This design comes from an exercise in tuning for small area and a short achievable clock period on the open sky130 flow, not from production work.
The RTL was checked by simulation tests, not by an equivalence proof against the original design.
Power is estimated from default activity; no workload was simulated.

<file path="design/flow/design.v">
package bus_pkg;
  localparam int ADDR_W = 20;
  localparam int DATA_W = 8;
  typedef enum logic {
    leer     = 1'b0,
    escribir = 1'b1
  } operacion;
  typedef enum logic [2:0] {
    IDLE = 3'd0,
    ADDR = 3'd1,
    WAIT = 3'd2,
    DATA = 3'd3,
    TURN = 3'd4
  } resp_state_t;
endpackage
module bus_mem_array #(
  parameter int DEPTH_LOG2 = 8,
  parameter int DATA_W     = 8
) (
  input  logic                  clk,
  input  logic                  we,
  input  logic [DEPTH_LOG2-1:0] addr,
  input  logic [DATA_W-1:0]     wdata,
  output logic [DATA_W-1:0]     rdata
);
  logic [DATA_W-1:0] mem [2**DEPTH_LOG2];
  always_ff @(posedge clk) begin
    if (we) begin
      mem[addr] <= wdata;
    end
    rdata <= mem[addr];
  end
endmodule
module bus_mem_responder #(
  parameter logic [bus_pkg::ADDR_W-1:0] BASE = 20'h00000,
  parameter int                DEPTH_LOG2  = 8,
  parameter int                WAIT_STATES = 1,
  parameter logic [bus_pkg::DATA_W-1:0] FILL_BYTE = 8'hFF
) (
  input  logic              clk,
  input  logic              reset,
  input  logic              EN,
  input  logic              RD_WR,
  input  logic [bus_pkg::ADDR_W-1:0] Direction,
  input  logic [bus_pkg::DATA_W-1:0] Bus_in,
  output logic [bus_pkg::DATA_W-1:0] Bus_out,
  output logic              Bus_oe,
  output logic              READY,
  output logic              ERR,
  output logic              Busy
);
  localparam logic [3:0] WS = WAIT_STATES[3:0];
  bus_pkg::resp_state_t           state_q, state_d;
  logic [DEPTH_LOG2-1:0] off_q, off_d;
  bus_pkg::operacion              op_q, op_d;
  logic                  in_win_q, in_win_d;
  logic [3:0]            cnt_q, cnt_d;
  logic                  ready_q, err_q, oe_q, busy_q;
  logic [bus_pkg::ADDR_W-1:0]     diff;
  logic                  we;
  logic [bus_pkg::DATA_W-1:0]     rdata;
  assign diff = Direction - BASE;
  always_comb begin
    state_d  = state_q;
    off_d    = off_q;
    op_d     = op_q;
    in_win_d = in_win_q;
    cnt_d    = cnt_q;
    case (state_q)
      bus_pkg::IDLE: begin
        if (EN) begin
          off_d    = diff[DEPTH_LOG2-1:0];
          op_d     = bus_pkg::operacion'(RD_WR);
          in_win_d = ((diff >> DEPTH_LOG2) == '0);
          state_d  = bus_pkg::ADDR;
        end
      end
      bus_pkg::ADDR: begin
        cnt_d   = WS;
        state_d = (WS != 4'd0) ? bus_pkg::WAIT : bus_pkg::DATA;
      end
      bus_pkg::WAIT: begin
        cnt_d = cnt_q - 4'd1;
        if (cnt_q == 4'd1) begin
          state_d = bus_pkg::DATA;
        end
      end
      bus_pkg::DATA:    state_d = bus_pkg::TURN;
      bus_pkg::TURN:    state_d = bus_pkg::IDLE;
      default: state_d = bus_pkg::IDLE;
    endcase
  end
  always_ff @(posedge clk or negedge reset) begin
    if (!reset) begin
      state_q  <= bus_pkg::IDLE;
      off_q    <= '0;
      op_q     <= bus_pkg::leer;
      in_win_q <= 1'b0;
      cnt_q    <= '0;
    end else begin
      state_q  <= state_d;
      off_q    <= off_d;
      op_q     <= op_d;
      in_win_q <= in_win_d;
      cnt_q    <= cnt_d;
    end
  end
  always_ff @(posedge clk or negedge reset) begin
    if (!reset) begin
      ready_q <= 1'b0;
      err_q   <= 1'b0;
      oe_q    <= 1'b0;
      busy_q  <= 1'b0;
    end else begin
      ready_q <= (state_d == bus_pkg::DATA);
      err_q   <= (state_d == bus_pkg::DATA) && !in_win_d;
      oe_q    <= (state_d == bus_pkg::DATA) && (op_d == bus_pkg::leer);
      busy_q  <= (state_d != bus_pkg::IDLE);
    end
  end
  assign we = (state_q == bus_pkg::DATA) && (op_q == bus_pkg::escribir) && in_win_q;
  bus_mem_array #(
    .DEPTH_LOG2 (DEPTH_LOG2),
    .DATA_W     (bus_pkg::DATA_W)
  ) u_array (
    .clk   (clk),
    .we    (we),
    .addr  (off_q),
    .wdata (Bus_in),
    .rdata (rdata)
  );
  assign Bus_out = oe_q ? (in_win_q ? rdata : FILL_BYTE) : '0;
  assign Bus_oe  = oe_q;
  assign READY   = ready_q;
  assign ERR     = err_q;
  assign Busy    = busy_q;
endmodule
</file>
<file path="design/flow/run.sh">
#!/bin/bash
# synth_recipe.tcl (not shown) runs the flow's synth.tcl, then flattens the netlist and writes it again
# the make line also repeats each setting of config.mk as NAME=value (left out here)
make -C /OpenROAD-flow-scripts/flow DESIGN_CONFIG=/design/flow/config.mk WORK_HOME=/design/flow/orfs CLKGATE_MAP_FILE= SYNTH_SCRIPT=/design/flow/synth_recipe.tcl finish
</file>
<file path="design/flow/config.mk">
export PLATFORM = sky130hd
export DESIGN_NAME = bus_mem_responder
export DESIGN_NICKNAME = bus_mem_responder
export VERILOG_FILES = /design/flow/design.v
export SDC_FILE = /design/flow/constraint.sdc
export NUM_CORES = 4
export LEC_CHECK = 0
export CAP_MARGIN = 20
export CORE_MARGIN = 2
export CORE_UTILIZATION = 40
export SLEW_MARGIN = 20
</file>
<file path="design/flow/constraint.sdc">
create_clock -name core_clock -period 5.0 [get_ports {clk}]
set_input_delay 1.0000 -clock core_clock [delete_from_list [all_inputs] [get_ports {clk}]]
set_output_delay 1.0000 -clock core_clock [all_outputs]
set_load 0.01 [all_outputs]
</file>
==> run summary <==
outcome complete, no violations; # fillers 16,400; DP Wirelength 113,000 um; Worst EP required 5650 ps; die area 202,000 um2; Synth Instances 3,612; Final Hold Fails 0; area share of the leading cell type in the synthesized netlist 77.7%; WL/cell 29.4 um; hold_buf cts 0; final WL 195,000 um; drt initial violations 4,258; Slew HR 19.8%; most frequent cell after synthesis edfxtp_1; Lkg Pwr 27.4 nW; Synth area leader edfxtp_1; Resized cells post-CTS 0; Async S/R FF share, synth 1.01%; register area share after synthesis 78.5%; Post-synth top cells 2,048 x edfxtp_1, 512 x mux4_2, 265 x nor2_1; Yosys Warn Count 2; final cell count without fillers 6,609; Post-synth EDFFs 2,048; CTS tree done; count of cell types in the netlist 33; CTS max path bufs 3; RSZ-0062 raised after global routing no; nature of the critical path endpoint register; vias in the first global route 38,400; most area-consuming cells after synthesis edfxtp_1 78%, mux4_2 15%, a22oi_1 2.4%; ys flop type edfxtp_1; row cnt 163; skew final 31.1 ps; hold_ws 526 ps; Crit Path Class register to register; gpl congestion 0.787; clock sinks 2,077; initial antenna violation count 5; clock-pin slew on the worst setup and hold paths 70 ps; design area 90,400 um2; clock latency (worst-skew pair) 820 ps; Tcrit/Tclk final 79.4%; drt drc 0; Worst Hold Class register to register; first-pass GRT wire length 280,000 um; total number of vias 37,900; Worst setup SP type register; minimum clock period 3970 ps; synthesis-to-layout area growth 14.2%; highest clock rate 252 MHz; final setup vio count 0; Starting Density 40.2%; register bit total from synthesis 2,077; crit path max fanout 27; Worst EP arrival 4620 ps; H-tree depth 4; Syn Area/Cell 21.9 um2; Post-Syn Nets 3,646; placed instance area 83,600 um2; TNS Setup 0 ps; core area 197,000 um2; Post-Syn Area 79,200 um2; largest net degree at the start of global routing 146; VDD IR max 0.425 mV; Final Max Slew Viols 0; io pins 44; die width 449 um; GRT Resource Usage Total 19.1%; nets 3,824; Slew @ Worst Pin 1200 ps; die height 449 um; IO Port Bufs 43; power per cell area 528 nW/um2; Congestion Overflow GR 0; MaxCap Viol Count 0; post-route ant nets 0; DRT Pass-1 Iters 5; share of cells above drive strength 1 25.6%; Clock Tree Root clkbuf_16; area of the multi-input gates 16,100 um2; CTS buffer count 202; register area 62,200 um2; Vias/cell 5.74; post-CTS setup buffer count 0; Inst Count DP 6,224
[path summary, 6_finish.rpt]
kind	startpoint	to	slack (ps)	depth (start not counted)
worst max-delay path	off_q[0]$_DFFE_PN0P_	u_array.rdata[6]$_DFF_P_	1030	8
worst min-delay path	op_q$_DFF_PN0_	op_q$_DFF_PN0_	530	1
worst max register to register	off_q[0]$_DFFE_PN0P_	u_array.rdata[6]$_DFF_P_	1030	8
worst min register to register	op_q$_DFF_PN0_	op_q$_DFF_PN0_	530	1
max in group asynchronous	reset	off_q[0]$_DFFE_PN0P_	3550	1
min in group asynchronous	reset	cnt_q[1]$_DFFE_PN0P_	730	1
[layer usage]
| metal | routed length, um | GRT usage (%) |
|---|---|---|
| met5 | 13 | 0 |
| met4 | 4820 | 5.43 |
| met3 | 13500 | 3.09 |
| met2 | 94000 | 30.3 |
| met1 | 82300 | 27.4 |
[worst max-delay path, stage by stage, from the launching register on]
cell and delay, ps:
dfrtp_4 700, buf_16 310, buf_12 280, buf_4 320, mux4_2 530, a22oi_1 270
a21oi_1 160, o41ai_1 930, nand4_1 200
[cell usage in the layout, fill, tap and decap left out, types with 6 or more instances in the layout]
cell type and instances:
dfxtp_1 8, clkinvlp_4 7, clkbuf_8 14, clkbuf_1 39, mux4_2 512, inv_6 6
a22oi_1 257, clkinv_1 41, buf_4 134, o41ai_1 25, o41ai_2 7, nor3_1 8
clkbuf_16 210, o21a_1 9, nand2_1 21, nand4_1 9, clkinv_2 38, inv_1 7
o21ai_0 7, clkdlybuf4s50_1 35, bufinv_16 23, edfxtp_1 2048, nand2_2 10, buf_12 22
buf_8 8, nor2_1 264, mux2_2 7, a21oi_1 133, dfrtp_1 19
[logic make-up (layout without fill, tap and decap cells)]
group | Yosys count | count (layout) | synth area share (%)
AOI/OAI and AO/OA | 440 | 440 | 3.78
xor gates and xnor gates | 1 | 1 | 0.0111
adders and majority gates | 2 | 2 | 0.0316
buffers and inverters | 235 | 588 | 1.28
DFF | 2077 | 2077 | 78.5
muxes | 519 | 519 | 14.7
other | 0 | 4 | 0
and+or+nand+nor | 338 | 338 | 1.71
[power by group]
| part | switching [W] | internal [W] | leakage [nW] |
|---|---|---|---|
| Combinational | 0.00739 | 0.00530 | 5.40 |
| Sequential | 0.000327 | 0.0192 | 18.7 |
| Clock | 0.00644 | 0.00905 | 3.31 |
| Total | 0.0142 | 0.0336 | 27.4 |
[sequential cells by signal, indices dropped and copies added (netlist names)]
signal	count
oe_q	1
u_array.rdata	8
off_q	8
state_q	3
busy_q	1
ready_q	1
err_q	1
cnt_q	4
op_q	1
u_array.mem	2048
in_win_q	1
[through the flow]
| step | utilization, % | setup WS, ps | total power (W) |
|---|---|---|---|
| floorplan | - | 2530 | 0.0277 |
| global placement | 42.4 | 456 | 0.0326 |
| detailed placement | 42.4 | 729 | 0.0327 |
| CTS | 45.9 | 715 | 0.0481 |
| global route | 45.9 | 902 | 0.0493 |
| finish | 45.9 | 1030 | 0.0477 |
[final cells by class]
cell class	instances	share of cell area, %
flip-flops and latches	2077	68.8
inverters	8	0.0332
well taps	2640	3.65
repair buffers	201	2.18
multi-input cells	1300	17.9
clock inverters	116	1.28
clock buffers	263	6.19
diodes	4	0.0111

-- separate check: timing with driven ports --
The results above use ideal ports. As a check the final layout listed here was re-extracted and re-timed, cells and wires unchanged.
Step 1 (the two cells are an assumption about what drives the block):
set clk [get_ports {clk}]
set_driving_cell -lib_cell sky130_fd_sc_hd__clkbuf_16 $clk
set_driving_cell -lib_cell sky130_fd_sc_hd__buf_2 [delete_from_list [all_inputs] $clk]
Step 2 also shifts input and output timing later by t, the mid clock arrival at the registers, as if the neighbouring blocks saw the same clock.
Slacks: no drivers / after step 1 / after step 2; pairs: no drivers / after step 1.
t, ns: 0.891
setup slack, ns: 1.030 / 1.030 / 1.030
worst data-port slew with drivers (ns): 0.07
After both steps this run still meets setup and hold. The setup slack of this run moves by 0.000 ns with the drivers and by 0.000 ns with both steps.
